What follows belongs to an exercise in optimizing a design on an open flow for small area; a production flow would make more cautious choices.
RTL that was checked went through simulation tests only; none was proved equivalent to the original.
The RTL of run 1 was laid out without a check of its function.

## design/flow/design.v

```verilog
package alu_pkg;
    localparam int DATA_W    = 16;
    localparam int FRAC_W    = 10;
    localparam int INST_W    = 4;
    localparam int ACC_W_DEF = 36;    
    typedef logic signed [DATA_W-1:0] data_t;
    localparam data_t DATA_MAX = {1'b0, {(DATA_W-1){1'b1}}};    
    localparam data_t DATA_MIN = {1'b1, {(DATA_W-1){1'b0}}};    
    typedef enum logic [INST_W-1:0] {
        OP_ADD       = 0,
        OP_SUB       = 1,
        OP_MAC       = 2,
        OP_GRAY      = 4,
        OP_ROR       = 6,
        OP_CLZ       = 7,
        OP_TRANSPOSE = 9
    } op_e;
    localparam int MAT_N  = 8;
    localparam int ELEM_W = 2;
    typedef logic [$clog2(MAT_N)-1:0] idx_t;    
endpackage
module alu_mac (
    input  logic [15:0] a,
    input  logic [8:0]  b,
    input  logic [36:0] x,
    input  logic        cin,
    output logic [36:0] s
);
    logic one1;
    logic two2;
    logic neg3;
    logic pp4;
    logic pp5;
    logic pp6;
    logic pp7;
    logic pp8;
    logic pp9;
    logic pp10;
    logic pp11;
    logic pp12;
    logic pp13;
    logic pp14;
    logic pp15;
    logic pp16;
    logic pp17;
    logic pp18;
    logic pp19;
    logic pp20;
    logic one21;
    logic two22;
    logic neg23;
    logic pp24;
    logic pp25;
    logic pp26;
    logic pp27;
    logic pp28;
    logic pp29;
    logic pp30;
    logic pp31;
    logic pp32;
    logic pp33;
    logic pp34;
    logic pp35;
    logic pp36;
    logic pp37;
    logic pp38;
    logic pp39;
    logic pp40;
    logic one41;
    logic two42;
    logic neg43;
    logic pp44;
    logic pp45;
    logic pp46;
    logic pp47;
    logic pp48;
    logic pp49;
    logic pp50;
    logic pp51;
    logic pp52;
    logic pp53;
    logic pp54;
    logic pp55;
    logic pp56;
    logic pp57;
    logic pp58;
    logic pp59;
    logic pp60;
    logic one61;
    logic two62;
    logic neg63;
    logic pp64;
    logic pp65;
    logic pp66;
    logic pp67;
    logic pp68;
    logic pp69;
    logic pp70;
    logic pp71;
    logic pp72;
    logic pp73;
    logic pp74;
    logic pp75;
    logic pp76;
    logic pp77;
    logic pp78;
    logic pp79;
    logic pp80;
    logic s81;
    logic c82;
    logic s83;
    logic c84;
    logic s85;
    logic c86;
    logic s87;
    logic c88;
    logic s89;
    logic c90;
    logic s91;
    logic c92;
    logic s93;
    logic c94;
    logic s95;
    logic c96;
    logic s97;
    logic c98;
    logic s99;
    logic c100;
    logic s101;
    logic c102;
    logic s103;
    logic c104;
    logic s105;
    logic c106;
    logic s107;
    logic c108;
    logic s109;
    logic c110;
    logic s111;
    logic c112;
    logic s113;
    logic c114;
    logic s115;
    logic c116;
    logic s117;
    logic c118;
    logic s119;
    logic c120;
    logic s121;
    logic c122;
    logic s123;
    logic c124;
    logic s125;
    logic c126;
    logic s127;
    logic c128;
    logic s129;
    logic c130;
    logic s131;
    logic c132;
    logic s133;
    logic c134;
    logic s135;
    logic c136;
    logic s137;
    logic c138;
    logic s139;
    logic c140;
    logic s141;
    logic c142;
    logic s143;
    logic c144;
    logic s145;
    logic c146;
    logic s147;
    logic c148;
    logic s149;
    logic c150;
    logic s151;
    logic c152;
    logic s153;
    logic c154;
    logic s155;
    logic c156;
    logic s157;
    logic c158;
    logic s159;
    logic c160;
    logic s161;
    logic c162;
    logic s163;
    logic c164;
    logic s165;
    logic c166;
    logic s167;
    logic c168;
    logic s169;
    logic c170;
    logic s171;
    logic c172;
    logic s173;
    logic c174;
    logic s175;
    logic c176;
    logic s177;
    logic c178;
    logic s179;
    logic c180;
    logic s181;
    logic c182;
    logic s183;
    logic c184;
    logic s185;
    logic c186;
    logic s187;
    logic c188;
    logic s189;
    logic c190;
    logic s191;
    logic c192;
    logic s193;
    logic c194;
    logic s195;
    logic c196;
    logic s197;
    logic c198;
    logic s199;
    logic c200;
    logic s201;
    logic c202;
    logic s203;
    logic c204;
    logic s205;
    logic c206;
    logic s207;
    logic c208;
    logic s209;
    logic c210;
    logic s211;
    logic c212;
    logic s213;
    logic c214;
    logic s215;
    logic c216;
    logic s217;
    logic c218;
    logic s219;
    logic c220;
    logic s221;
    logic c222;
    logic s223;
    logic c224;
    logic s225;
    logic c226;
    logic s227;
    logic c228;
    logic s229;
    logic c230;
    logic s231;
    logic c232;
    logic s233;
    logic c234;
    logic s235;
    logic c236;
    logic s237;
    logic c238;
    logic s239;
    logic c240;
    logic s241;
    logic c242;
    logic s243;
    logic c244;
    logic s245;
    logic c246;
    logic s247;
    logic c248;
    logic s249;
    logic c250;
    logic s251;
    logic c252;
    logic [36:0] r0, r1;
    assign one1 = b[1] ^ b[0];
    assign two2 = (b[2] & ~b[1] & ~b[0]) | (~b[2] & b[1] & b[0]);
    assign neg3 = b[2];
    assign pp4 = ((one1 & a[0]) | (two2 & 1'b0)) ^ neg3;
    assign pp5 = ((one1 & a[1]) | (two2 & a[0])) ^ neg3;
    assign pp6 = ((one1 & a[2]) | (two2 & a[1])) ^ neg3;
    assign pp7 = ((one1 & a[3]) | (two2 & a[2])) ^ neg3;
    assign pp8 = ((one1 & a[4]) | (two2 & a[3])) ^ neg3;
    assign pp9 = ((one1 & a[5]) | (two2 & a[4])) ^ neg3;
    assign pp10 = ((one1 & a[6]) | (two2 & a[5])) ^ neg3;
    assign pp11 = ((one1 & a[7]) | (two2 & a[6])) ^ neg3;
    assign pp12 = ((one1 & a[8]) | (two2 & a[7])) ^ neg3;
    assign pp13 = ((one1 & a[9]) | (two2 & a[8])) ^ neg3;
    assign pp14 = ((one1 & a[10]) | (two2 & a[9])) ^ neg3;
    assign pp15 = ((one1 & a[11]) | (two2 & a[10])) ^ neg3;
    assign pp16 = ((one1 & a[12]) | (two2 & a[11])) ^ neg3;
    assign pp17 = ((one1 & a[13]) | (two2 & a[12])) ^ neg3;
    assign pp18 = ((one1 & a[14]) | (two2 & a[13])) ^ neg3;
    assign pp19 = ((one1 & a[15]) | (two2 & a[14])) ^ neg3;
    assign pp20 = ~(((one1 & a[15]) | (two2 & a[15])) ^ neg3);
    assign one21 = b[3] ^ b[2];
    assign two22 = (b[4] & ~b[3] & ~b[2]) | (~b[4] & b[3] & b[2]);
    assign neg23 = b[4];
    assign pp24 = ((one21 & a[0]) | (two22 & 1'b0)) ^ neg23;
    assign pp25 = ((one21 & a[1]) | (two22 & a[0])) ^ neg23;
    assign pp26 = ((one21 & a[2]) | (two22 & a[1])) ^ neg23;
    assign pp27 = ((one21 & a[3]) | (two22 & a[2])) ^ neg23;
    assign pp28 = ((one21 & a[4]) | (two22 & a[3])) ^ neg23;
    assign pp29 = ((one21 & a[5]) | (two22 & a[4])) ^ neg23;
    assign pp30 = ((one21 & a[6]) | (two22 & a[5])) ^ neg23;
    assign pp31 = ((one21 & a[7]) | (two22 & a[6])) ^ neg23;
    assign pp32 = ((one21 & a[8]) | (two22 & a[7])) ^ neg23;
    assign pp33 = ((one21 & a[9]) | (two22 & a[8])) ^ neg23;
    assign pp34 = ((one21 & a[10]) | (two22 & a[9])) ^ neg23;
    assign pp35 = ((one21 & a[11]) | (two22 & a[10])) ^ neg23;
    assign pp36 = ((one21 & a[12]) | (two22 & a[11])) ^ neg23;
    assign pp37 = ((one21 & a[13]) | (two22 & a[12])) ^ neg23;
    assign pp38 = ((one21 & a[14]) | (two22 & a[13])) ^ neg23;
    assign pp39 = ((one21 & a[15]) | (two22 & a[14])) ^ neg23;
    assign pp40 = ~(((one21 & a[15]) | (two22 & a[15])) ^ neg23);
    assign one41 = b[5] ^ b[4];
    assign two42 = (b[6] & ~b[5] & ~b[4]) | (~b[6] & b[5] & b[4]);
    assign neg43 = b[6];
    assign pp44 = ((one41 & a[0]) | (two42 & 1'b0)) ^ neg43;
    assign pp45 = ((one41 & a[1]) | (two42 & a[0])) ^ neg43;
    assign pp46 = ((one41 & a[2]) | (two42 & a[1])) ^ neg43;
    assign pp47 = ((one41 & a[3]) | (two42 & a[2])) ^ neg43;
    assign pp48 = ((one41 & a[4]) | (two42 & a[3])) ^ neg43;
    assign pp49 = ((one41 & a[5]) | (two42 & a[4])) ^ neg43;
    assign pp50 = ((one41 & a[6]) | (two42 & a[5])) ^ neg43;
    assign pp51 = ((one41 & a[7]) | (two42 & a[6])) ^ neg43;
    assign pp52 = ((one41 & a[8]) | (two42 & a[7])) ^ neg43;
    assign pp53 = ((one41 & a[9]) | (two42 & a[8])) ^ neg43;
    assign pp54 = ((one41 & a[10]) | (two42 & a[9])) ^ neg43;
    assign pp55 = ((one41 & a[11]) | (two42 & a[10])) ^ neg43;
    assign pp56 = ((one41 & a[12]) | (two42 & a[11])) ^ neg43;
    assign pp57 = ((one41 & a[13]) | (two42 & a[12])) ^ neg43;
    assign pp58 = ((one41 & a[14]) | (two42 & a[13])) ^ neg43;
    assign pp59 = ((one41 & a[15]) | (two42 & a[14])) ^ neg43;
    assign pp60 = ~(((one41 & a[15]) | (two42 & a[15])) ^ neg43);
    assign one61 = b[7] ^ b[6];
    assign two62 = (b[8] & ~b[7] & ~b[6]) | (~b[8] & b[7] & b[6]);
    assign neg63 = b[8];
    assign pp64 = ((one61 & a[0]) | (two62 & 1'b0)) ^ neg63;
    assign pp65 = ((one61 & a[1]) | (two62 & a[0])) ^ neg63;
    assign pp66 = ((one61 & a[2]) | (two62 & a[1])) ^ neg63;
    assign pp67 = ((one61 & a[3]) | (two62 & a[2])) ^ neg63;
    assign pp68 = ((one61 & a[4]) | (two62 & a[3])) ^ neg63;
    assign pp69 = ((one61 & a[5]) | (two62 & a[4])) ^ neg63;
    assign pp70 = ((one61 & a[6]) | (two62 & a[5])) ^ neg63;
    assign pp71 = ((one61 & a[7]) | (two62 & a[6])) ^ neg63;
    assign pp72 = ((one61 & a[8]) | (two62 & a[7])) ^ neg63;
    assign pp73 = ((one61 & a[9]) | (two62 & a[8])) ^ neg63;
    assign pp74 = ((one61 & a[10]) | (two62 & a[9])) ^ neg63;
    assign pp75 = ((one61 & a[11]) | (two62 & a[10])) ^ neg63;
    assign pp76 = ((one61 & a[12]) | (two62 & a[11])) ^ neg63;
    assign pp77 = ((one61 & a[13]) | (two62 & a[12])) ^ neg63;
    assign pp78 = ((one61 & a[14]) | (two62 & a[13])) ^ neg63;
    assign pp79 = ((one61 & a[15]) | (two62 & a[14])) ^ neg63;
    assign pp80 = ~(((one61 & a[15]) | (two62 & a[15])) ^ neg63);
    assign s81 = neg43 ^ x[4];
    assign c82 = neg43 & x[4];
    assign s83 = x[5] ^ pp9;
    assign c84 = x[5] & pp9;
    assign s85 = neg63 ^ x[6] ^ pp10;
    assign c86 = (neg63 & x[6]) | (neg63 & pp10) | (x[6] & pp10);
    assign s87 = pp28 ^ pp46;
    assign c88 = pp28 & pp46;
    assign s89 = x[7] ^ pp11 ^ pp29;
    assign c90 = (x[7] & pp11) | (x[7] & pp29) | (pp11 & pp29);
    assign s91 = pp47 ^ pp65;
    assign c92 = pp47 & pp65;
    assign s93 = x[8] ^ pp12 ^ pp30;
    assign c94 = (x[8] & pp12) | (x[8] & pp30) | (pp12 & pp30);
    assign s95 = pp48 ^ pp66;
    assign c96 = pp48 & pp66;
    assign s97 = x[9] ^ pp13 ^ pp31;
    assign c98 = (x[9] & pp13) | (x[9] & pp31) | (pp13 & pp31);
    assign s99 = pp49 ^ pp67;
    assign c100 = pp49 & pp67;
    assign s101 = x[10] ^ pp14 ^ pp32;
    assign c102 = (x[10] & pp14) | (x[10] & pp32) | (pp14 & pp32);
    assign s103 = pp50 ^ pp68;
    assign c104 = pp50 & pp68;
    assign s105 = x[11] ^ pp15 ^ pp33;
    assign c106 = (x[11] & pp15) | (x[11] & pp33) | (pp15 & pp33);
    assign s107 = pp51 ^ pp69;
    assign c108 = pp51 & pp69;
    assign s109 = x[12] ^ pp16 ^ pp34;
    assign c110 = (x[12] & pp16) | (x[12] & pp34) | (pp16 & pp34);
    assign s111 = pp52 ^ pp70;
    assign c112 = pp52 & pp70;
    assign s113 = x[13] ^ pp17 ^ pp35;
    assign c114 = (x[13] & pp17) | (x[13] & pp35) | (pp17 & pp35);
    assign s115 = pp53 ^ pp71;
    assign c116 = pp53 & pp71;
    assign s117 = x[14] ^ pp18 ^ pp36;
    assign c118 = (x[14] & pp18) | (x[14] & pp36) | (pp18 & pp36);
    assign s119 = pp54 ^ pp72;
    assign c120 = pp54 & pp72;
    assign s121 = x[15] ^ pp19 ^ pp37;
    assign c122 = (x[15] & pp19) | (x[15] & pp37) | (pp19 & pp37);
    assign s123 = pp55 ^ pp73;
    assign c124 = pp55 & pp73;
    assign s125 = 1'b1 ^ x[16] ^ pp20;
    assign c126 = (1'b1 & x[16]) | (1'b1 & pp20) | (x[16] & pp20);
    assign s127 = pp38 ^ pp56 ^ pp74;
    assign c128 = (pp38 & pp56) | (pp38 & pp74) | (pp56 & pp74);
    assign s129 = 1'b1 ^ x[17] ^ pp39;
    assign c130 = (1'b1 & x[17]) | (1'b1 & pp39) | (x[17] & pp39);
    assign s131 = pp57 ^ pp75;
    assign c132 = pp57 & pp75;
    assign s133 = x[18] ^ pp40 ^ pp58;
    assign c134 = (x[18] & pp40) | (x[18] & pp58) | (pp40 & pp58);
    assign s135 = 1'b1 ^ x[19];
    assign c136 = 1'b1 & x[19];
    assign s137 = neg3 ^ x[0];
    assign c138 = neg3 & x[0];
    assign s139 = neg23 ^ x[2];
    assign c140 = neg23 & x[2];
    assign s141 = x[3] ^ pp7;
    assign c142 = x[3] & pp7;
    assign s143 = s81 ^ pp8 ^ pp26;
    assign c144 = (s81 & pp8) | (s81 & pp26) | (pp8 & pp26);
    assign s145 = c82 ^ pp27 ^ pp45;
    assign c146 = (c82 & pp27) | (c82 & pp45) | (pp27 & pp45);
    assign s147 = pp64 ^ c84 ^ s87;
    assign c148 = (pp64 & c84) | (pp64 & s87) | (c84 & s87);
    assign s149 = c88 ^ s91 ^ c86;
    assign c150 = (c88 & s91) | (c88 & c86) | (s91 & c86);
    assign s151 = c92 ^ s95 ^ c90;
    assign c152 = (c92 & s95) | (c92 & c90) | (s95 & c90);
    assign s153 = c96 ^ s99 ^ c94;
    assign c154 = (c96 & s99) | (c96 & c94) | (s99 & c94);
    assign s155 = c100 ^ s103 ^ c98;
    assign c156 = (c100 & s103) | (c100 & c98) | (s103 & c98);
    assign s157 = c104 ^ s107 ^ c102;
    assign c158 = (c104 & s107) | (c104 & c102) | (s107 & c102);
    assign s159 = c108 ^ s111 ^ c106;
    assign c160 = (c108 & s111) | (c108 & c106) | (s111 & c106);
    assign s161 = c112 ^ s115 ^ c110;
    assign c162 = (c112 & s115) | (c112 & c110) | (s115 & c110);
    assign s163 = c116 ^ s119 ^ c114;
    assign c164 = (c116 & s119) | (c116 & c114) | (s119 & c114);
    assign s165 = c120 ^ s123 ^ c118;
    assign c166 = (c120 & s123) | (c120 & c118) | (s123 & c118);
    assign s167 = c124 ^ c122 ^ s125;
    assign c168 = (c124 & c122) | (c124 & s125) | (c122 & s125);
    assign s169 = s131 ^ c126 ^ c128;
    assign c170 = (s131 & c126) | (s131 & c128) | (c126 & c128);
    assign s171 = pp76 ^ c132 ^ c130;
    assign c172 = (pp76 & c132) | (pp76 & c130) | (c132 & c130);
    assign s173 = s135 ^ pp59 ^ pp77;
    assign c174 = (s135 & pp59) | (s135 & pp77) | (pp59 & pp77);
    assign s175 = x[20] ^ c136 ^ pp60;
    assign c176 = (x[20] & c136) | (x[20] & pp60) | (c136 & pp60);
    assign s177 = 1'b1 ^ x[21];
    assign c178 = 1'b1 & x[21];
    assign s179 = cin ^ s137;
    assign c180 = cin & s137;
    assign s181 = x[1] ^ c138 ^ pp5;
    assign c182 = (x[1] & c138) | (x[1] & pp5) | (c138 & pp5);
    assign s183 = s139 ^ pp6 ^ pp24;
    assign c184 = (s139 & pp6) | (s139 & pp24) | (pp6 & pp24);
    assign s185 = c140 ^ pp25 ^ s141;
    assign c186 = (c140 & pp25) | (c140 & s141) | (pp25 & s141);
    assign s187 = pp44 ^ c142 ^ s143;
    assign c188 = (pp44 & c142) | (pp44 & s143) | (c142 & s143);
    assign s189 = s83 ^ c144 ^ s145;
    assign c190 = (s83 & c144) | (s83 & s145) | (c144 & s145);
    assign s191 = c146 ^ s85 ^ s147;
    assign c192 = (c146 & s85) | (c146 & s147) | (s85 & s147);
    assign s193 = s89 ^ c148 ^ s149;
    assign c194 = (s89 & c148) | (s89 & s149) | (c148 & s149);
    assign s195 = s93 ^ c150 ^ s151;
    assign c196 = (s93 & c150) | (s93 & s151) | (c150 & s151);
    assign s197 = s97 ^ c152 ^ s153;
    assign c198 = (s97 & c152) | (s97 & s153) | (c152 & s153);
    assign s199 = s101 ^ c154 ^ s155;
    assign c200 = (s101 & c154) | (s101 & s155) | (c154 & s155);
    assign s201 = s105 ^ c156 ^ s157;
    assign c202 = (s105 & c156) | (s105 & s157) | (c156 & s157);
    assign s203 = s109 ^ c158 ^ s159;
    assign c204 = (s109 & c158) | (s109 & s159) | (c158 & s159);
    assign s205 = s113 ^ c160 ^ s161;
    assign c206 = (s113 & c160) | (s113 & s161) | (c160 & s161);
    assign s207 = s117 ^ c162 ^ s163;
    assign c208 = (s117 & c162) | (s117 & s163) | (c162 & s163);
    assign s209 = s121 ^ c164 ^ s165;
    assign c210 = (s121 & c164) | (s121 & s165) | (c164 & s165);
    assign s211 = s127 ^ c166 ^ s167;
    assign c212 = (s127 & c166) | (s127 & s167) | (c166 & s167);
    assign s213 = s129 ^ s169 ^ c168;
    assign c214 = (s129 & s169) | (s129 & c168) | (s169 & c168);
    assign s215 = s133 ^ c170 ^ s171;
    assign c216 = (s133 & c170) | (s133 & s171) | (c170 & s171);
    assign s217 = c134 ^ s173 ^ c172;
    assign c218 = (c134 & s173) | (c134 & c172) | (s173 & c172);
    assign s219 = pp78 ^ c174 ^ s175;
    assign c220 = (pp78 & c174) | (pp78 & s175) | (c174 & s175);
    assign s221 = s177 ^ pp79 ^ c176;
    assign c222 = (s177 & pp79) | (s177 & c176) | (pp79 & c176);
    assign s223 = x[22] ^ c178 ^ pp80;
    assign c224 = (x[22] & c178) | (x[22] & pp80) | (c178 & pp80);
    assign s225 = 1'b1 ^ x[23];
    assign c226 = 1'b1 & x[23];
    assign s227 = 1'b1 ^ x[24];
    assign c228 = 1'b1 & x[24];
    assign s229 = 1'b1 ^ x[25];
    assign c230 = 1'b1 & x[25];
    assign s231 = 1'b1 ^ x[26];
    assign c232 = 1'b1 & x[26];
    assign s233 = 1'b1 ^ x[27];
    assign c234 = 1'b1 & x[27];
    assign s235 = 1'b1 ^ x[28];
    assign c236 = 1'b1 & x[28];
    assign s237 = 1'b1 ^ x[29];
    assign c238 = 1'b1 & x[29];
    assign s239 = 1'b1 ^ x[30];
    assign c240 = 1'b1 & x[30];
    assign s241 = 1'b1 ^ x[31];
    assign c242 = 1'b1 & x[31];
    assign s243 = 1'b1 ^ x[32];
    assign c244 = 1'b1 & x[32];
    assign s245 = 1'b1 ^ x[33];
    assign c246 = 1'b1 & x[33];
    assign s247 = 1'b1 ^ x[34];
    assign c248 = 1'b1 & x[34];
    assign s249 = 1'b1 ^ x[35];
    assign c250 = 1'b1 & x[35];
    assign s251 = 1'b1 ^ x[36];
    assign c252 = 1'b1 & x[36];
    assign r0 = {s251, s249, s247, s245, s243, s241, s239, s237, s235, s233, s231, s229, s227, s225, s223, s221, s219, s217, s215, s213, s211, s209, s207, s205, s203, s201, s199, s197, s195, s193, s191, s189, s187, s185, s183, s181, pp4};
    assign r1 = {c250, c248, c246, c244, c242, c240, c238, c236, c234, c232, c230, c228, c226, c224, c222, c220, c218, c216, c214, c212, c210, c208, c206, c204, c202, c200, c198, c196, c194, c192, c190, c188, c186, c184, c182, c180, s179};
    assign s = r0 + r1;
endmodule
`timescale 1ns/1ns
module alu (
    input  logic        i_clk,
    input  logic        i_rst_n,
    input  logic        i_in_valid,
    input  logic [3:0]  i_inst,
    input  logic [15:0] i_data_a,
    input  logic [15:0] i_data_b,
    output logic        o_busy,
    output logic        o_out_valid,
    output logic [15:0] o_data
);
    logic       tp;
    logic [2:0] cnt;
    logic       in_tp;
    logic       loading;
    logic       accept;
    assign in_tp   = (i_inst == 4'd9);
    assign loading = o_busy & tp & ~o_out_valid;
    assign accept  = i_in_valid & (~o_busy | loading);
    always_ff @(posedge i_clk or negedge i_rst_n) begin
        if (!i_rst_n) begin
            o_busy      <= 1'b0;
            o_out_valid <= 1'b0;
            tp          <= 1'b0;
            cnt         <= 3'd0;
        end else begin
            if (!o_busy) begin
                if (i_in_valid) begin
                    o_busy      <= 1'b1;
                    o_out_valid <= ~in_tp;
                    tp          <= in_tp;
                    if (in_tp) cnt <= cnt + 3'd1;
                end
            end else if (!tp) begin
                o_busy      <= 1'b0;
                o_out_valid <= 1'b0;
            end else if (!o_out_valid) begin
                if (i_in_valid) begin
                    cnt <= cnt + 3'd1;
                    if (cnt == 3'd7) o_out_valid <= 1'b1;
                end
            end else begin
                cnt <= cnt + 3'd1;
                if (cnt == 3'd7) begin
                    o_busy      <= 1'b0;
                    o_out_valid <= 1'b0;
                end
            end
        end
    end
    logic [15:0] w [8];
    logic        shift_col;
    assign shift_col = o_busy | in_tp;
    always_ff @(posedge i_clk) begin
        if (accept) begin
            w[7] <= i_data_a;
            w[6] <= shift_col ? w[7] : i_data_b;
            w[5][15:4] <= w[6][15:4];
            w[5][3:0]  <= shift_col ? w[6][3:0] : i_inst;
            for (int k = 0; k < 5; k++) w[k] <= w[k+1];
        end
    end
    logic [15:0] ra, rb;
    logic [3:0]  rop;
    assign ra  = w[7];
    assign rb  = w[6];
    assign rop = w[5][3:0];
    logic op_mac, op_addsub, op_sub;
    assign op_mac    = (rop == 4'd2);
    assign op_addsub = (rop[3:1] == 3'd0);
    assign op_sub    = rop[0];
    logic [15:0] m_a;
    logic [8:0]  m_b;
    logic [36:0] x_add;
    logic        cin;
    logic [36:0] sum;
    logic [36:0] acc;
    logic        use_acc;
    assign m_a   = o_busy ? ra : i_data_a;
    assign m_b   = o_busy ? (op_mac ? rb[15:7] : 9'd8) : {i_data_b[7:0], 1'b0};
    assign use_acc = ~o_busy | op_mac;
    assign cin     = o_busy & ~op_mac & op_sub;
    assign x_add   = use_acc ? acc
                   : {{19{rb[15] ^ op_sub}}, rb ^ {16{op_sub}}, op_sub, op_sub};
    alu_mac u_mac (
        .a   (m_a),
        .b   (m_b),
        .x   (x_add),
        .cin (cin),
        .s   (sum)
    );
    logic [36:0] s2;
    logic        s2_mid_zero;
    logic        s2_hi, s2_lo;
    logic [36:0] acc_clamp;
    assign s2          = {sum[28:0], acc[36:29]};
    assign s2_mid_zero = (s2[34:9] == 26'd0);
    assign s2_hi       = ~s2[36] & s2[35] & ~s2_mid_zero;
    assign s2_lo       = s2[36] & (~s2[35] | s2_mid_zero);
    assign acc_clamp   = s2_hi ? {2'b01, 26'd0, 9'h1FF}
                       : s2_lo ? {2'b11, 25'd0, 1'b1, 9'd0}
                       : s2;
    logic mac_p1, mac_p2;
    assign mac_p1 = ~o_busy & i_in_valid & (i_inst == 4'd2);
    assign mac_p2 = o_busy & ~tp & op_mac;
    always_ff @(posedge i_clk or negedge i_rst_n) begin
        if (!i_rst_n) begin
            acc <= 37'd512;
        end else if (mac_p1) begin
            acc <= {sum[7:0], sum[36:8]};
        end else if (mac_p2) begin
            acc <= acc_clamp;
        end
    end
    logic [15:0] arith_res;
    logic        ovf;
    assign ovf       = ~((sum[28:17] == 12'd0) | (sum[28:17] == 12'hFFF));
    assign arith_res = ovf ? (sum[28] ? 16'h8000 : 16'h7FFF) : sum[17:2];
    logic [15:0] gray_res, ror_res, clz_res;
    logic [31:0] rot_wide;
    logic [4:0]  lz;
    assign gray_res = ra ^ (ra >> 1);
    assign rot_wide = {ra, ra} >> rb;
    assign ror_res  = rot_wide[15:0];
    always_comb begin
        lz = 5'd16;
        for (int i = 0; i < 16; i++) begin
            if (ra[i]) lz = 5'(15 - i);
        end
    end
    assign clz_res = {11'd0, lz};
    logic [15:0] row;
    always_comb begin
        for (int c = 0; c < 8; c++) begin
            row[15-2*c -: 2] = w[c][15-2*cnt -: 2];
        end
    end
    always_comb begin
        if (tp) begin
            o_data = row;
        end else begin
            case (rop)
                4'd0, 4'd1, 4'd2: o_data = arith_res;
                4'd4:             o_data = gray_res;
                4'd6:             o_data = ror_res;
                4'd7:             o_data = clz_res;
                default:          o_data = 16'd0;
            endcase
        end
    end
endmodule
```

## design/flow/run.sh

```bash
#!/bin/bash
# synth_recipe.tcl (not shown) runs the flow's synth.tcl, then flattens the netlist and writes it again
# the make line also repeats each setting of config.mk as NAME=value (left out here)
make -C /OpenROAD-flow-scripts/flow DESIGN_CONFIG=/design/flow/config.mk WORK_HOME=/design/flow/orfs CLKGATE_MAP_FILE= SYNTH_SCRIPT=/design/flow/synth_recipe.tcl finish
```

## design/flow/config.mk

```make
export PLATFORM = sky130hd
export DESIGN_NAME = alu
export DESIGN_NICKNAME = alu
export VERILOG_FILES = /design/flow/design.v
export SDC_FILE = /design/flow/constraint.sdc
export NUM_CORES = 4
export LEC_CHECK = 0
export CAP_MARGIN = 20
export CORE_MARGIN = 2
export CORE_UTILIZATION = 40
export GPL_TIMING_DRIVEN = 0
export SLEW_MARGIN = 20
```

## design/flow/constraint.sdc

```tcl
create_clock -name core_clock -period 11.0 [get_ports {i_clk}]
set_input_delay 2.2000 -clock core_clock [delete_from_list [all_inputs] [get_ports {i_clk}]]
set_output_delay 2.2000 -clock core_clock [all_outputs]
set_load 0.01 [all_outputs]
```

==> results of run 1 <==
[per-layer routing]
metal | vias to the layer above | part of all wire | global-route usage
met4 | 0 | 0.057 | 0.147
met3 | 182 | 0.067 | 0.0443
li1 | 7230 | - | -
met1 | 7798 | 0.41 | 0.380
met2 | 759 | 0.46 | 0.464
met5 | - | 0 | 0
[path summary, 6_finish.rpt]
check                             to   startpoint  slack (ps)
min in group asynchronous    acc[29]      i_rst_n        1720
max in group asynchronous     acc[9]      i_rst_n        8690
hold reg to reg             w[2][11]     w[3][11]         440
setup / recovery           o_data[4]  i_data_b[6]         130
hold / removal              w[2][11]     w[3][11]         440
setup reg to reg             acc[33]       o_busy        2340
[sequential cells by signal (all words and copies together), names as in the netlist]
name         count
cnt              3
acc             37
w              128
tp               1
o_out_valid      1
o_busy           1
[logic make-up (layout without fill, tap and decap cells)]
group | count (synthesis) | after routing
AOI/OAI and AO/OA | 679 | 679
and+or+nand+nor | 477 | 477
buffers and inverters | 279 | 386
DFF | 171 | 171
adders and majority gates | 113 | 113
muxes | 101 | 101
xor gates and xnor gates | 86 | 86
[layout make-up]
class,count,area (µm²)
Fill cell,3933,21600
Multi-Input combinational cell,1456,10900
Sequential cell,171,4920
Timing Repair Buffer,80,830
Buffer,159,738
Tap cell,532,666
Clock buffer,18,439
Inverter,115,435
Clock inverter,14,144
[stage by stage]
| stage | utilization | std cells |
|---|---|---|
| after floorplan | - | 1906 |
| after global placement | 0.433 | 2494 |
| after detailed placement | 0.438 | 2501 |
| after CTS | 0.462 | 2537 |
| after global routing | 0.469 | 2545 |
| final | 0.469 | 2545 |
[layout by cell type (no fill, tap or decap), types with 21 or more instances in the layout]
| master | netlist | final |
|---|---|---|
| a21oi_1 | 202 | 192 |
| nor2_1 | 160 | 156 |
| edfxtp_1 | 128 | 128 |
| nand2_1 | 130 | 126 |
| o21ai_0 | 144 | 119 |
| inv_1 | 111 | 110 |
| clkbuf_1 | 132 | 89 |
| xnor2_1 | 68 | 66 |
| ha_1 | 61 | 60 |
| o22ai_1 | 59 | 58 |
| fa_1 | 52 | 51 |
| nor3_1 | 46 | 44 |
| mux2i_1 | 48 | 43 |
| dfrtp_1 | 42 | 42 |
| nand3_1 | 39 | 39 |
| clkdlybuf4s50_1 | 0 | 39 |
| clkbuf_2 | 0 | 35 |
| a22oi_1 | 35 | 35 |
| o21ai_1 | 23 | 32 |
| mux2_2 | 32 | 32 |
| a31oi_1 | 27 | 27 |
| buf_4 | 1 | 21 |
| o221ai_1 | 25 | 21 |
| mux4_2 | 21 | 21 |
[what timing repair did]
action / in CTS / in global routing
resized for setup: 145 / 103
buffers inserted: 9 / 8
pin swaps: 11 / 10
hold endpoints to repair: 0 / 0
endpoints found under the setup margin: 16 / 16
==> flow_metrics.tcl, run 1 <==
set metrics [dict create \
    status "complete, no violations" \
    crit_required_ps 8800 \
    timing.final.crit_share 0.988 \
    io_buffers 56 \
    syn_nets 2058 \
    initial_core_util 0.403 \
    post-route-min-period_ps 10870 \
    drive_above_1_share 0.144 \
    maxSlewHeadroom 0.237 \
    ys_ff_latch 171 \
    hold-path-cell-count 0 \
    syn_area_um2 16400 \
    crit_path_frequent_cell "inv_1" \
    finalHoldViolations 0 \
    synth-simple-area-share 0.136 \
    yosys_warnings 2 \
    yosys.area_share.xor_xnor 0.0460 \
    synth_top_family_by_area "compound AO/OA/AOI/OAI gates" \
    path_depth 28 \
    chipWidth_um 206 \
    wl_per_cell_um 24.0 \
    synth.distinct_cells 84 \
    place_ws_ps -2070 \
    worstSetupPathType "in -> out" \
    dieArea_um2 42500 \
    placed_area_um2 17800 \
    synth-edff-count 128 \
    setup_viol 0 \
    dr.pass1.iters 5 \
    pin_count 57 \
    cts_hold_buf 0 \
    numCtsBuffers 17 \
    synthArstFlopShare 0.251 \
    totalWireLength_mm 61.0 \
    die_y_um 206 \
    root_buffer "clkbuf_16" \
    antenna_left 0 \
    yosysTopAreaCellShare 0.235 \
    syn_inst 1906 \
    worst_slew_pin_slew_ps 1120 \
    insertion_delay_ps 460 \
    grt_antenna_before_repair 0 \
    cp-start-kind "input pin" \
    nNetsFinal 2152 \
    synth_common_cells "202 x a21oi_1, 160 x nor2_1, 144 x o21ai_0" \
    yosys-top-cells-area "edfxtp_1 23%, dfrtp_1 6.4%, fa_1 6.4%" \
    hold_class "reg -> reg" \
    setup_tns_ps 0 \
    diodes 0 \
    grt_pass1_wl_mm 92.9 \
    r2r_cells 25 \
    clock_path_buffers 2 \
    gp_congestion 0.958 \
    post-synth-top-count-cell "a21oi_1" \
    synth-compound-area-share 0.261 \
    first_global_vias 15500 \
    synth.avg_cell_area_um2 8.59 \
    path_clk_slew_ps 70 \
    whs_ps 444 \
    dp_hpwl_mm 47.5 \
    viasPerCell 6.27 \
    grt_overflow 0 \
    synthAdderAreaFrac 0.110 \
    crit_path_end_kind "output port" \
    worst_path_max_delay_cell "clkdlybuf4s50_1" \
    crit_family "buffers and inverters" \
    ys_seq_area_frac 0.301 \
    coreArea_um2 40600 \
    synth_ff_type "edfxtp_1" \
    vias 16000 \
    cts_max_level 4 \
    critPathMaxStageDelay_ps 550 \
    cts_tree "built" \
    grt_max_degree 27 \
    clock_sinks 171 \
    cap_violations 0 \
    drc 0 \
    syn2layout_area_growth_pct 16.4 \
    fin_skew_ps 17.2 \
    drt_iter0_drc 1591 \
    crit_fanout 10 \
    fmax_mhz 92.0 \
    synth.area.mux_share 0.0803 \
    row_count 74 \
    arrival_ps 8670 \
    drv_slew 0 \
    track_usage 0.290 \
    setup_ws_ps 132 \
    yosysTopAreaCell "edfxtp_1" \
    worst-path-buf-inv 9 \
    final_cell_area_um2 19100 \
]
==> inputs of run 2 (changes only) <==
--- a/design/flow/design.v
+++ b/design/flow/design.v
@@ -535,3 +535,239 @@
     assign r1 = {c250, c248, c246, c244, c242, c240, c238, c236, c234, c232, c230, c228, c226, c224, c222, c220, c218, c216, c214, c212, c210, c208, c206, c204, c202, c200, c198, c196, c194, c192, c190, c188, c186, c184, c182, c180, s179};
-    assign s = r0 + r1;
+    logic [36:0] g, p;
+    assign g = r0 & r1;
+    assign p = r0 ^ r1;
+    logic bg1, bp1;
+    assign bg1 = g[1] | (p[1] & g[0]);
+    assign bp1 = p[1] & p[0];
+    logic bg2, bp2;
+    assign bg2 = g[3] | (p[3] & g[2]);
+    assign bp2 = p[3] & p[2];
+    logic bg3, bp3;
+    assign bg3 = g[5] | (p[5] & g[4]);
+    assign bp3 = p[5] & p[4];
+    logic bg4, bp4;
+    assign bg4 = g[7] | (p[7] & g[6]);
+    assign bp4 = p[7] & p[6];
+    logic bg5, bp5;
+    assign bg5 = g[9] | (p[9] & g[8]);
+    assign bp5 = p[9] & p[8];
+    logic bg6, bp6;
+    assign bg6 = g[11] | (p[11] & g[10]);
+    assign bp6 = p[11] & p[10];
+    logic bg7, bp7;
+    assign bg7 = g[13] | (p[13] & g[12]);
+    assign bp7 = p[13] & p[12];
+    logic bg8, bp8;
+    assign bg8 = g[15] | (p[15] & g[14]);
+    assign bp8 = p[15] & p[14];
+    logic bg9, bp9;
+    assign bg9 = g[17] | (p[17] & g[16]);
+    assign bp9 = p[17] & p[16];
+    logic bg10, bp10;
+    assign bg10 = g[19] | (p[19] & g[18]);
+    assign bp10 = p[19] & p[18];
+    logic bg11, bp11;
+    assign bg11 = g[21] | (p[21] & g[20]);
+    assign bp11 = p[21] & p[20];
+    logic bg12, bp12;
+    assign bg12 = g[23] | (p[23] & g[22]);
+    assign bp12 = p[23] & p[22];
+    logic bg13, bp13;
+    assign bg13 = g[25] | (p[25] & g[24]);
+    assign bp13 = p[25] & p[24];
+    logic bg14, bp14;
+    assign bg14 = g[27] | (p[27] & g[26]);
+    assign bp14 = p[27] & p[26];
+    logic bg15, bp15;
+    assign bg15 = g[29] | (p[29] & g[28]);
+    assign bp15 = p[29] & p[28];
+    logic bg16, bp16;
+    assign bg16 = g[31] | (p[31] & g[30]);
+    assign bp16 = p[31] & p[30];
+    logic bg17, bp17;
+    assign bg17 = g[33] | (p[33] & g[32]);
+    assign bp17 = p[33] & p[32];
+    logic bg18, bp18;
+    assign bg18 = g[35] | (p[35] & g[34]);
+    assign bp18 = p[35] & p[34];
+    logic bg19, bp19;
+    assign bg19 = bg2 | (bp2 & bg1);
+    assign bp19 = bp2 & bp1;
+    logic bg20, bp20;
+    assign bg20 = bg4 | (bp4 & bg3);
+    assign bp20 = bp4 & bp3;
+    logic bg21, bp21;
+    assign bg21 = bg6 | (bp6 & bg5);
+    assign bp21 = bp6 & bp5;
+    logic bg22, bp22;
+    assign bg22 = bg8 | (bp8 & bg7);
+    assign bp22 = bp8 & bp7;
+    logic bg23, bp23;
+    assign bg23 = bg10 | (bp10 & bg9);
+    assign bp23 = bp10 & bp9;
+    logic bg24, bp24;
+    assign bg24 = bg12 | (bp12 & bg11);
+    assign bp24 = bp12 & bp11;
+    logic bg25, bp25;
+    assign bg25 = bg14 | (bp14 & bg13);
+    assign bp25 = bp14 & bp13;
+    logic bg26, bp26;
+    assign bg26 = bg16 | (bp16 & bg15);
+    assign bp26 = bp16 & bp15;
+    logic bg27, bp27;
+    assign bg27 = bg18 | (bp18 & bg17);
+    assign bp27 = bp18 & bp17;
+    logic bg28, bp28;
+    assign bg28 = bg20 | (bp20 & bg19);
+    assign bp28 = bp20 & bp19;
+    logic bg29, bp29;
+    assign bg29 = bg22 | (bp22 & bg21);
+    assign bp29 = bp22 & bp21;
+    logic bg30, bp30;
+    assign bg30 = bg24 | (bp24 & bg23);
+    assign bp30 = bp24 & bp23;
+    logic bg31, bp31;
+    assign bg31 = bg26 | (bp26 & bg25);
+    assign bp31 = bp26 & bp25;
+    logic bg32, bp32;
+    assign bg32 = bg29 | (bp29 & bg28);
+    assign bp32 = bp29 & bp28;
+    logic bg33, bp33;
+    assign bg33 = bg31 | (bp31 & bg30);
+    assign bp33 = bp31 & bp30;
+    logic bg34, bp34;
+    assign bg34 = bg33 | (bp33 & bg32);
+    assign bp34 = bp33 & bp32;
+    logic bg35, bp35;
+    assign bg35 = bg30 | (bp30 & bg32);
+    assign bp35 = bp30 & bp32;
+    logic bg36, bp36;
+    assign bg36 = bg21 | (bp21 & bg28);
+    assign bp36 = bp21 & bp28;
+    logic bg37, bp37;
+    assign bg37 = bg23 | (bp23 & bg32);
+    assign bp37 = bp23 & bp32;
+    logic bg38, bp38;
+    assign bg38 = bg25 | (bp25 & bg35);
+    assign bp38 = bp25 & bp35;
+    logic bg39, bp39;
+    assign bg39 = bg27 | (bp27 & bg34);
+    assign bp39 = bp27 & bp34;
+    logic bg40, bp40;
+    assign bg40 = bg3 | (bp3 & bg19);
+    assign bp40 = bp3 & bp19;
+    logic bg41, bp41;
+    assign bg41 = bg5 | (bp5 & bg28);
+    assign bp41 = bp5 & bp28;
+    logic bg42, bp42;
+    assign bg42 = bg7 | (bp7 & bg36);
+    assign bp42 = bp7 & bp36;
+    logic bg43, bp43;
+    assign bg43 = bg9 | (bp9 & bg32);
+    assign bp43 = bp9 & bp32;
+    logic bg44, bp44;
+    assign bg44 = bg11 | (bp11 & bg37);
+    assign bp44 = bp11 & bp37;
+    logic bg45, bp45;
+    assign bg45 = bg13 | (bp13 & bg35);
+    assign bp45 = bp13 & bp35;
+    logic bg46, bp46;
+    assign bg46 = bg15 | (bp15 & bg38);
+    assign bp46 = bp15 & bp38;
+    logic bg47, bp47;
+    assign bg47 = bg17 | (bp17 & bg34);
+    assign bp47 = bp17 & bp34;
+    logic bg48, bp48;
+    assign bg48 = g[2] | (p[2] & bg1);
+    assign bp48 = p[2] & bp1;
+    logic bg49, bp49;
+    assign bg49 = g[4] | (p[4] & bg19);
+    assign bp49 = p[4] & bp19;
+    logic bg50, bp50;
+    assign bg50 = g[6] | (p[6] & bg40);
+    assign bp50 = p[6] & bp40;
+    logic bg51, bp51;
+    assign bg51 = g[8] | (p[8] & bg28);
+    assign bp51 = p[8] & bp28;
+    logic bg52, bp52;
+    assign bg52 = g[10] | (p[10] & bg41);
+    assign bp52 = p[10] & bp41;
+    logic bg53, bp53;
+    assign bg53 = g[12] | (p[12] & bg36);
+    assign bp53 = p[12] & bp36;
+    logic bg54, bp54;
+    assign bg54 = g[14] | (p[14] & bg42);
+    assign bp54 = p[14] & bp42;
+    logic bg55, bp55;
+    assign bg55 = g[16] | (p[16] & bg32);
+    assign bp55 = p[16] & bp32;
+    logic bg56, bp56;
+    assign bg56 = g[18] | (p[18] & bg43);
+    assign bp56 = p[18] & bp43;
+    logic bg57, bp57;
+    assign bg57 = g[20] | (p[20] & bg37);
+    assign bp57 = p[20] & bp37;
+    logic bg58, bp58;
+    assign bg58 = g[22] | (p[22] & bg44);
+    assign bp58 = p[22] & bp44;
+    logic bg59, bp59;
+    assign bg59 = g[24] | (p[24] & bg35);
+    assign bp59 = p[24] & bp35;
+    logic bg60, bp60;
+    assign bg60 = g[26] | (p[26] & bg45);
+    assign bp60 = p[26] & bp45;
+    logic bg61, bp61;
+    assign bg61 = g[28] | (p[28] & bg38);
+    assign bp61 = p[28] & bp38;
+    logic bg62, bp62;
+    assign bg62 = g[30] | (p[30] & bg46);
+    assign bp62 = p[30] & bp46;
+    logic bg63, bp63;
+    assign bg63 = g[32] | (p[32] & bg34);
+    assign bp63 = p[32] & bp34;
+    logic bg64, bp64;
+    assign bg64 = g[34] | (p[34] & bg47);
+    assign bp64 = p[34] & bp47;
+    logic bg65, bp65;
+    assign bg65 = g[36] | (p[36] & bg39);
+    assign bp65 = p[36] & bp39;
+    logic [36:0] cc;
+    assign cc[0] = 1'b0;
+    assign cc[1] = g[0];
+    assign cc[2] = bg1;
+    assign cc[3] = bg48;
+    assign cc[4] = bg19;
+    assign cc[5] = bg49;
+    assign cc[6] = bg40;
+    assign cc[7] = bg50;
+    assign cc[8] = bg28;
+    assign cc[9] = bg51;
+    assign cc[10] = bg41;
+    assign cc[11] = bg52;
+    assign cc[12] = bg36;
+    assign cc[13] = bg53;
+    assign cc[14] = bg42;
+    assign cc[15] = bg54;
+    assign cc[16] = bg32;
+    assign cc[17] = bg55;
+    assign cc[18] = bg43;
+    assign cc[19] = bg56;
+    assign cc[20] = bg37;
+    assign cc[21] = bg57;
+    assign cc[22] = bg44;
+    assign cc[23] = bg58;
+    assign cc[24] = bg35;
+    assign cc[25] = bg59;
+    assign cc[26] = bg45;
+    assign cc[27] = bg60;
+    assign cc[28] = bg38;
+    assign cc[29] = bg61;
+    assign cc[30] = bg46;
+    assign cc[31] = bg62;
+    assign cc[32] = bg34;
+    assign cc[33] = bg63;
+    assign cc[34] = bg47;
+    assign cc[35] = bg64;
+    assign cc[36] = bg39;
+    assign s = p ^ cc;
 endmodule
@@ -620,3 +856,6 @@
     assign cin     = o_busy & ~op_mac & op_sub;
-    assign x_add   = use_acc ? acc
+    logic        acc_vld;
+    logic [36:0] acc_rd;
+    assign acc_rd  = acc_vld ? acc : 37'd512;
+    assign x_add   = use_acc ? acc_rd
                    : {{19{rb[15] ^ op_sub}}, rb ^ {16{op_sub}}, op_sub, op_sub};
@@ -645,4 +884,9 @@
         if (!i_rst_n) begin
-            acc <= 37'd512;
+            acc_vld <= 1'b0;
         end else if (mac_p1) begin
+            acc_vld <= 1'b1;
+        end
+    end
+    always_ff @(posedge i_clk) begin
+        if (mac_p1) begin
             acc <= {sum[7:0], sum[36:8]};
@@ -669,6 +913,11 @@
     assign clz_res = {11'd0, lz};
+    logic [7:0]  rsel;
     logic [15:0] row;
     always_comb begin
-        for (int c = 0; c < 8; c++) begin
-            row[15-2*c -: 2] = w[c][15-2*cnt -: 2];
+        for (int r = 0; r < 8; r++) rsel[r] = (cnt == 3'(r));
+        row = '0;
+        for (int r = 0; r < 8; r++) begin
+            for (int c = 0; c < 8; c++) begin
+                row[15-2*c -: 2] = row[15-2*c -: 2] | ({2{rsel[r]}} & w[c][15-2*r -: 2]);
+            end
         end
==> design/flow/flow/run.sh (new file) <==
#!/bin/bash
set -euo pipefail
bash standard.sh "BUFFER_PORTS_ARGS=-buffer_cell sky130_fd_sc_hd__buf_2" finish > flow_make.log 2>&1
==> design/flow/standard.sh (new file) <==
#!/bin/bash
# synth_recipe.tcl (not shown) runs the flow's synth.tcl, then flattens the netlist and writes it again
# the make line also repeats each setting of config.mk as NAME=value (left out here)
make -C /OpenROAD-flow-scripts/flow DESIGN_CONFIG=/design/flow/config.mk WORK_HOME=/design/flow/orfs CLKGATE_MAP_FILE= SYNTH_SCRIPT=/design/flow/synth_recipe.tcl "${@:-finish}"
removed: design/flow/run.sh
==> run 2 against run 1 <==
Net effect: utilization grew 3.0 points; final area shrank 4.1%; critical path depth grew 2; still clean; via count shrank 15%; hold slack gained 4.5 ps; fmax grew 0.26%.
==> flow_metrics.tcl, run 2 <==
set metrics [dict create \
    final_cells 2127 \
    dr.pass1.iters 8 \
    syn2layout_area_growth_pct 22.6 \
    place_ws_ps -1530 \
    yosysTopAreaCell "edfxtp_1" \
    dieArea_um2 38800 \
    crit_path_frequent_cell "a21oi_2" \
    fin_util 0.499 \
    layout_common_cells "165 x edfxtp_1, 124 x inv_1, 87 x o21ai_0" \
    ys_seq_area_frac 0.344 \
    cts_max_level 4 \
    insertion_delay_ps 450 \
    drive_above_1_share 0.236 \
    nNetsFinal 1817 \
    setup_ws_ps 159 \
    reg_top3 "w: 128 flops, acc: 37 flops, cnt: 3 flops" \
    worst_path_max_delay_cell "or4_4" \
    regMostFlops "w" \
    setup_viol 0 \
    coreArea_um2 36600 \
    grt_max_degree 26 \
    track_usage 0.286 \
    fmax_mhz 92.2 \
    timing.final.crit_share 0.986 \
    dp_hpwl_mm 41.9 \
    cts_tree "built" \
    clock_path_buffers 2 \
    vias 13600 \
    worst-path-buf-inv 8 \
    synth-edff-count 165 \
    first_global_vias 13200 \
    cts_hold_buf 0 \
    crit_path_end_kind "output port" \
    syn_nets 1688 \
    grt_overflow 0 \
    cp-start-kind "input pin" \
    antenna_left 0 \
    path_clk_slew_ps 70 \
    yosysTopAreaCellShare 0.333 \
    dp.cells 2048 \
    largest_reg_flops 128 \
    synth_common_cells "165 x edfxtp_1, 131 x inv_1, 116 x o21ai_0" \
    synth.avg_cell_area_um2 9.82 \
    io_buffers 56 \
    maxSlewHeadroom 0.0640 \
    crit_required_ps 8800 \
    grt_pass1_wl_mm 82.7 \
    root_buffer "clkbuf_16" \
    critPathMaxStageDelay_ps 540 \
    finalHoldViolations 0 \
    hold_class "reg -> reg" \
    initial_core_util 0.407 \
    arrival_ps 8640 \
    wl_per_cell_um 26.2 \
    pin_count 57 \
    drv_slew 0 \
    final_common_cell "edfxtp_1" \
    worstSetupPathType "in -> out" \
    numCtsBuffers 17 \
    ys_ff_latch 172 \
    yosys_warnings 2 \
    totalWireLength_mm 55.7 \
    drt_iter0_drc 1543 \
    whs_ps 449 \
    synth_ff_type "edfxtp_1" \
    syn_inst 1517 \
    grt_antenna_before_repair 0 \
    crit_family "adder cells" \
    gp_congestion 0.952 \
    synth.distinct_cells 70 \
    fin_skew_ps 22.2 \
    die_y_um 197 \
    synthArstFlopShare 0.0407 \
    yosys-top-cells-area "edfxtp_1 33%, fa_1 9.3%, ha_1 5.3%" \
    grt_setup_unrepaired "yes" \
    post-route-min-period_ps 10840 \
    crit_fanout 10 \
    syn_area_um2 14900 \
    viasPerCell 6.40 \
    diodes 0 \
    clock_sinks 172 \
    drc 0 \
    post-synth-top-count-cell "edfxtp_1" \
    worst_slew_pin_slew_ps 1400 \
    chipWidth_um 197 \
    cap_violations 0 \
    status "complete, no violations" \
    row_count 70 \
]
## run 2: cell count changes after synthesis, moves of 23 or more
cell / delta
a222oi_1: +31
edfxtp_1: +37
nor2_1: -101
o22ai_1: +27
nand2_1: -53
xnor2_1: -24
o21ai_0: -28
a21oi_1: -102
o21ai_1: -23
dfrtp_1: -35
nor3_1: -25
clkbuf_1: -46
## run 2: repair_timing
item / 4_1_cts / 5_1_grt
endpoints found under the hold margin: 0 / 0
buffers inserted: 9 / 32
pin swaps: 23 / 61
setup endpoints to repair: 16 / 16
gates cloned: 2 / 7
resized for setup: 132 / 209
## run 2: worst paths after layout
kind | start | to | slack, ps | depth (start not counted)
worst max-delay path | i_data_b[4] | o_data[8] | 160 | 30
min in group asynchronous | i_rst_n | o_busy | 1580 | 1
worst max register to register | o_busy | acc[14] | 2550 | 32
max in group asynchronous | i_rst_n | acc_vld | 9260 | 1
worst min register to register | w[5][1] | w[4][1] | 450 | 0
worst min-delay path | w[5][1] | w[4][1] | 450 | 0
## run 2: final cells by class
cell class                 instances  area [µm²]
inverter                         135         517
timing repair buffer             112         968
sequential                       172        5130
multi-input combinational       1086        9710
clock buffer                      17         425
fill                            3362       18300
tap                              468         586
clock inverter                    15         185
buffer                           122         744
## run 2: stage by stage
stage | cell area, µm² | setup TNS, ps
2_1_floorplan | 14900 | 0
3_3_place_gp | 15800 | -71600
3_5_place_dp | 16000 | -22750
4_1_cts | 17100 | -50.1
5_1_grt | 18300 | -1440
6_report | 18300 | 0
## run 2: cells by family (layout without fill, tap and decap cells)
kind of cell / Yosys count / count (layout) / share of synthesized area
mux: 86 / 86 / 0.0706
flops: 172 / 172 / 0.344
fa+ha+maj: 152 / 152 / 0.159
compound gates: 529 / 530 / 0.238
buf+inv: 260 / 401 / 0.0683
xor+xnor: 69 / 69 / 0.0406
simple gates: 249 / 249 / 0.0795
## run 2: per-layer routing
metal / share of wire / vias to the layer above / track usage
met5: 0 / - / 0
met4: 0.038 / 0 / 0.113
met3: 0.079 / 137 / 0.0411
met2: 0.48 / 688 / 0.472
met1: 0.41 / 6759 / 0.380
li1: - / 6033 / -
## run 2: worst reg2reg max path: cells and delay by family (launching register included)
family,cells,cell delay [ps]
xor gates and xnor gates,1,210
AOI/OAI and AO/OA,11,1810
buffers and inverters,9,1820
and+or+nand+nor,5,820
DFF,1,650
adders and majority gates,5,2080
muxes,1,780
==> inputs of run 3 (changes only) <==
--- a/design/flow/design.v
+++ b/design/flow/design.v
@@ -26,3 +26,4 @@
     input  logic        cin,
-    output logic [36:0] s
+    output logic [36:0] s,
+    output logic        ovf
 );
@@ -772,2 +773,6 @@
     assign s = p ^ cc;
+    logic q0, q1;
+    assign q0 = ~((p[18] ^ (r0[17] | r1[17])) | (p[19] ^ (r0[18] | r1[18])) | (p[20] ^ (r0[19] | r1[19])) | (p[21] ^ (r0[20] | r1[20])) | (p[22] ^ (r0[21] | r1[21])) | (p[23] ^ (r0[22] | r1[22])) | (p[24] ^ (r0[23] | r1[23])) | (p[25] ^ (r0[24] | r1[24])) | (p[26] ^ (r0[25] | r1[25])) | (p[27] ^ (r0[26] | r1[26])) | (p[28] ^ (r0[27] | r1[27])));
+    assign q1 = ~((p[18] ^ ~(r0[17] & r1[17])) | (p[19] ^ ~(r0[18] & r1[18])) | (p[20] ^ ~(r0[19] & r1[19])) | (p[21] ^ ~(r0[20] & r1[20])) | (p[22] ^ ~(r0[21] & r1[21])) | (p[23] ^ ~(r0[22] & r1[22])) | (p[24] ^ ~(r0[23] & r1[23])) | (p[25] ^ ~(r0[24] & r1[24])) | (p[26] ^ ~(r0[25] & r1[25])) | (p[27] ^ ~(r0[26] & r1[26])) | (p[28] ^ ~(r0[27] & r1[27])));
+    assign ovf = s[17] ? ~q1 : ~q0;
 endmodule
@@ -851,2 +856,3 @@
     logic [36:0] acc;
+    logic        ovf;       
     logic        use_acc;
@@ -866,3 +872,4 @@
         .cin (cin),
-        .s   (sum)
+        .s   (sum),
+        .ovf (ovf)
     );
@@ -897,4 +904,2 @@
     logic [15:0] arith_res;
-    logic        ovf;
-    assign ovf       = ~((sum[28:17] == 12'd0) | (sum[28:17] == 12'hFFF));
     assign arith_res = ovf ? (sum[28] ? 16'h8000 : 16'h7FFF) : sum[17:2];
==> run 3 against run 2 <==
Net effect: still clean on timing, DRC and antenna; via count grew 5.5%; synthesized cell count grew 9.0%; fmax increased by 1.3%; non-clock buffer count is 22 lower; critical endpoint is now o_data[4]; hold slack lost 5.5 ps; sequential share of layout area increased by 0.098 points; critical path type unchanged; die area is 6.8% higher.
==> flow_metrics.tcl, run 3 <==
set metrics [dict create \
    nNetsFinal 1934 \
    grt_max_degree 26 \
    crit_required_ps 8800 \
    syn2layout_area_growth_pct 14.3 \
    dp_hpwl_mm 44.1 \
    post-synth-top-count-cell "edfxtp_1" \
    hold_class "reg -> reg" \
    viasPerCell 6.29 \
    insertion_delay_ps 450 \
    place_ws_ps -1440 \
    arrival_ps 8500 \
    cp-endpoint "o_data[4]" \
    ys_seq_area_frac 0.322 \
    regToRegSetupSlack_ps 2400 \
    synth.avg_cell_area_um2 9.64 \
    clock_path_buffers 2 \
    maxSlewHeadroom 0.263 \
    yosys_warnings 2 \
    antenna_left 0 \
    reg_top3 "w: 128 flops, acc: 37 flops, cnt: 3 flops" \
    fmax_mhz 93.5 \
    ys_ff_latch 172 \
    drive_above_1_share 0.178 \
    r2r_cells 34 \
    track_usage 0.276 \
    worstSetupPathType "in -> out" \
    totalWireLength_mm 57.3 \
    row_count 73 \
    initial_core_util 0.403 \
    diodes 0 \
    multi_input_comb_area_um2 10000 \
    grt_setup_unrepaired "no" \
    timing.final.crit_share 0.973 \
    syn_nets 1840 \
    crit_fanout 10 \
    worst_slew_pin_slew_ps 1100 \
    die_y_um 204 \
    syn_inst 1653 \
    r2r-start "w[5][0]" \
    wl_per_cell_um 25.1 \
    synth_ff_type "edfxtp_1" \
    yosys-top-cells-area "edfxtp_1 31%, fa_1 9.3%, ha_1 5.8%" \
    dieArea_um2 41400 \
    setup_tns_ps 0 \
    root_buffer "clkbuf_16" \
    regMostFlops "w" \
    final_cells 2285 \
    synth.distinct_cells 77 \
    synth_common_cells "165 x edfxtp_1, 139 x inv_1, 134 x nand2_1" \
    drc 0 \
    syn_area_um2 15900 \
    fin_skew_ps 13.9 \
    cts_tree "built" \
    yosysTopAreaCell "edfxtp_1" \
    synth-edff-count 165 \
    grt_overflow 0 \
    pin_count 57 \
    clock_sinks 172 \
    drv_slew 0 \
    final_common_cell "edfxtp_1" \
    gp_congestion 0.994 \
    grt_pass1_wl_mm 85.8 \
    dr.pass1.iters 7 \
    layout_common_cells "165 x edfxtp_1, 137 x inv_1, 128 x nand2_1" \
    drt_iter0_drc 1894 \
    crit_path_end_kind "output port" \
    cts_max_level 4 \
    setup_viol 0 \
    cap_violations 0 \
    largest_reg_flops 128 \
    numCtsBuffers 17 \
    regArea_um2 5130 \
    coreArea_um2 39500 \
    post-route-min-period_ps 10700 \
    synthArstFlopShare 0.0407 \
    dp.cells 2240 \
    path_clk_slew_ps 80 \
    grt_antenna_before_repair 0 \
    status "complete, no violations" \
    yosysTopAreaCellShare 0.311 \
    first_global_vias 14000 \
    chipWidth_um 204 \
    nFillCells 3816 \
    io_buffers 55 \
    crit_start "i_data_b[1]" \
    setup_ws_ps 301 \
    r2r_end "acc[31]" \
    finalHoldViolations 0 \
    cp-start-kind "input pin" \
    vias 14400 \
]
==> run 3: worst min path at each step <==
stage             start  endpoint  slack (ps)  cells after the start
2_1_floorplan   w[1][2]   w[0][2]         420                      0
3_3_place_gp   w[4][14]  w[3][14]         420                      0
3_5_place_dp    w[2][2]   w[1][2]         430                      0
4_1_cts         w[2][2]   w[1][2]         450                      0
5_1_grt         w[4][7]   w[3][7]         450                      0
6_report       w[3][15]  w[2][15]         440                      0
==> run 3: layout make-up <==
type                       instances  area share
multi-input combinational       1204       0.550
sequential                       172       0.282
tap                              525      0.0361
buffer                           135      0.0355
timing repair buffer              77      0.0323
inverter                         140      0.0293
clock buffer                      17      0.0234
clock inverter                    15      0.0113
==> run 3: cells by family after synthesis <==
group	share of synthesized area
AO/OA/AOI/OAI	0.203
AND/OR/NAND/NOR	0.103
adder cells (fa/ha/maj)	0.167
multiplexers	0.0852
buffers and inverters	0.0691
XOR/XNOR	0.0499
flip-flops	0.322
==> run 3: worst max-delay path: stages <==
cell and delay [ps]:
buf_2 120, a22oi_2 360, inv_1 100, buf_2 210
clkbuf_2 260, o221ai_1 130, a22oi_1 150, fa_1 410
fa_1 490, inv_1 50, fa_1 480, ha_1 310
and4_1 200, o2111ai_1 130, o22ai_2 210, o21ai_2 100
fa_2 400, xor2_4 200, or4_4 440, nor4_4 380
or2_1 180, buf_6 130, buf_6 150, nand2_1 110
a21oi_1 240, a22oi_2 110, buf_2 200
==> run 3: what timing repair did <==
action                     CTS  global route
setup buffers                8             6
cloned                       0             1
pin swaps                    6            12
resized for setup           38            99
setup endpoints to repair   16            16
hold buffers                 0             0
==> run 3: layer usage <==
layer	wire (µm)	share of wire	global-route usage
met5	0	0	0
met1	23100	0.40	0.368
met4	2210	0.039	0.108
met2	27200	0.47	0.453
met3	4790	0.084	0.0393
==> run 3: per-stage QoR <==
step                instance area (µm²)   util  hold slack [ps]
floorplan                         15900      -              420
global placement                  16900  0.426              424
detailed placement                17100  0.432              430
CTS                               17900  0.453              446
global route                      18200  0.460              452
finish                            18200  0.460              443
==> inputs of run 4 (changes only) <==
--- a/design/flow/config.mk
+++ b/design/flow/config.mk
@@ -7,2 +7,3 @@
 export LEC_CHECK = 0
+export ABC_AREA = 1
 export CAP_MARGIN = 20
==> run 4 against run 3 <==
Net effect: first-iteration DRC count shrank 35%; register-to-register slack improved by 560 ps; final area fell by 8.7%; critical endpoint is now o_data[12]; highest routed layer is now met5.
==> flow_metrics.tcl, run 4 <==
set metrics [dict create \
    status "complete, no violations" \
    die_y_um 196 \
    dp_hpwl_mm 40.7 \
    chipWidth_um 196 \
    r2r_cells 35 \
    arrival_ps 8570 \
    ys_ff_latch 172 \
    diodes 0 \
    insertion_delay_ps 440 \
    crit_required_ps 8800 \
    grt_pass1_wl_mm 76.5 \
    antenna_left 0 \
    numCtsBuffers 17 \
    pin_count 57 \
    crit_path_end_kind "output port" \
    cts_hold_buf 0 \
    hold-path-cell-count 0 \
    clock_sinks 172 \
    post-route-min-period_ps 10770 \
    dieArea_um2 38500 \
    regToRegSetupSlack_ps 2960 \
    worstSetupPathType "in -> out" \
    ys_seq_area_frac 0.347 \
    drv_slew 0 \
    yosys_warnings 2 \
    nNetsFinal 2062 \
    final_cell_area_um2 16600 \
    crit_path_frequent_cell "nand2_1" \
    synth_ff_type "edfxtp_1" \
    post-synth-top-count-cell "nand2_1" \
    dr.pass1.iters 6 \
    wl_per_cell_um 21.3 \
    r2r_end "acc[29]" \
    synth.distinct_cells 49 \
    r2r-start "o_busy" \
    finalHoldViolations 0 \
    crit_fanout 10 \
    totalWireLength_mm 50.2 \
    synthArstFlopShare 0.0407 \
    root_buffer "clkbuf_16" \
    fmax_mhz 92.9 \
    track_usage 0.263 \
    first_global_vias 13000 \
    yosysTopAreaCellShare 0.335 \
    yosysTopAreaCell "edfxtp_1" \
    worst-path-buf-inv 8 \
    viasPerCell 5.59 \
    cts_tree "built" \
    hp-start "w[4][11]" \
    syn2layout_area_growth_pct 12.4 \
    crit_family "adder cells" \
    final_common_cell "nand2_1" \
    regMostFlops "w" \
    drt_iter0_drc 1234 \
    timing.final.crit_share 0.979 \
    place_ws_ps -1050 \
    syn_inst 1786 \
    initial_core_util 0.405 \
    layout_common_cells "505 x nand2_1, 220 x inv_1, 165 x edfxtp_1" \
    coreArea_um2 36500 \
    drive_above_1_share 0.0969 \
    io_buffers 56 \
    cts_max_level 4 \
    syn_nets 1973 \
    gp_congestion 0.985 \
    synth.avg_cell_area_um2 8.28 \
    synth_common_cells "509 x nand2_1, 220 x inv_1, 165 x edfxtp_1" \
    row_count 70 \
    clock_path_buffers 2 \
    placed_area_um2 15800 \
    cap_violations 0 \
    hold_class "reg -> reg" \
    grt_max_degree 24 \
    synth-edff-count 165 \
    grt_overflow 0 \
    setup_ws_ps 231 \
    drc 0 \
    worst_slew_pin_slew_ps 936 \
    setup_viol 0 \
    maxSlewHeadroom 0.368 \
    grt_antenna_before_repair 1 \
    fin_skew_ps 15.8 \
    largest_reg_flops 128 \
    reg_top3 "w: 128 flops, acc: 37 flops, cnt: 3 flops" \
    cp-start-kind "input pin" \
    hold-path-endpoint "w[3][11]" \
    syn_area_um2 14800 \
    fin_util 0.455 \
    path_clk_slew_ps 80 \
    yosys-top-cells-area "edfxtp_1 34%, nand2_1 13%, fa_1 10%" \
    critPathMaxStageDelay_ps 640 \
    vias 13200 \
    worst_path_max_delay_cell "fa_1" \
]
## run 4: layout make-up
cell class | count | area [µm²]
inverter | 230 | 866
timing repair buffer | 70 | 478
clock buffer | 17 | 425
buffer | 78 | 365
tap | 468 | 586
multi-input combinational | 1306 | 8550
sequential | 172 | 5130
fill | 3659 | 19900
clock inverter | 15 | 206
## run 4: worst reg2reg max path: cells and delay by family, from the launching register on
family                     cells  cell delay [ps]
buffers and inverters         10             1630
AOI/OAI and AO/OA              6             1320
DFF                            1              520
and+or+nand+nor               14             2250
adders and majority gates      5             2120
## run 4: cells by family after synthesis
group,share of synthesized area
compound gates,0.127
buf+inv,0.0826
simple gates,0.217
flops,0.347
fa+ha+maj,0.163
xor+xnor,0.0634
## run 4: worst max path at each step
stage	from	to	slack (ps)	cells after the start
CTS	i_data_b[3]	o_data[1]	20	34
floorplan	i_data_b[3]	o_data[13]	1130	33
finish	i_data_b[3]	o_data[12]	230	32
global placement	i_data_b[3]	o_data[7]	-970	35
detailed placement	i_data_b[3]	o_data[13]	-1050	35
global route	i_data_b[3]	o_data[6]	-20	36
## run 4: routing by layer
metal,global-route usage,part of all wire,vias to the layer above
met4,0.0937,0.036,2
li1,-,-,6196
met3,0.0320,0.066,108
met2,0.453,0.48,517
met5,0,0.00018,-
met1,0.342,0.42,6341
## run 4: per-stage QoR
step                      hold slack (ps)  std cells  setup TNS, ps
after global placement                430       2310         -13260
after global routing                  443       2356          -36.2
final                                 439       2356              0
after floorplan                       426       1786              0
after detailed placement              433       2320         -14190
after CTS                             437       2353              0
## run 4: what timing repair did
item / 4_1_cts / 5_1_grt
endpoints found under the hold margin: 0 / 0
cloned: 0 / 0
resized for setup: 9 / 17
buffers inserted: 1 / 3
setup endpoints to repair: 16 / 16
pin swaps: 0 / 4

port drivers added, routing unchanged:
How much do the figures lean on ideal ports? The routed layouts below were timed once more, with nothing changed but the port constraints. Step 1 assumes that a clkbuf_16 drives the clock port and a buf_2 every other input. Step 2 adds t to the input delays and takes it off the output delays; t is the mean of the earliest and latest rising clock arrival at the registers after step 1. Input paths then give back, and output paths get back, about the clock's delay inside the block. Three values: ideal, step 1, step 2; two values: the first two.
| run | t, ns | setup slack, ns | worst data-port slew with drivers (ns) |
|---|---|---|---|
| run 1 | 0.499 | 0.132 / 0.104 / 0.104 | 0.05 |
| run 2 | 0.494 | 0.159 / 0.116 / 0.116 | 0.05 |
| run 3 | 0.498 | 0.301 / 0.267 / 0.267 | 0.05 |
| run 4 | 0.481 | 0.231 / 0.213 / 0.213 | 0.04 |
After both steps setup and hold are still met in every run listed. For run 2, which loses most, drivers alone change the setup slack by -0.043 ns; drivers and shift together by -0.043 ns.
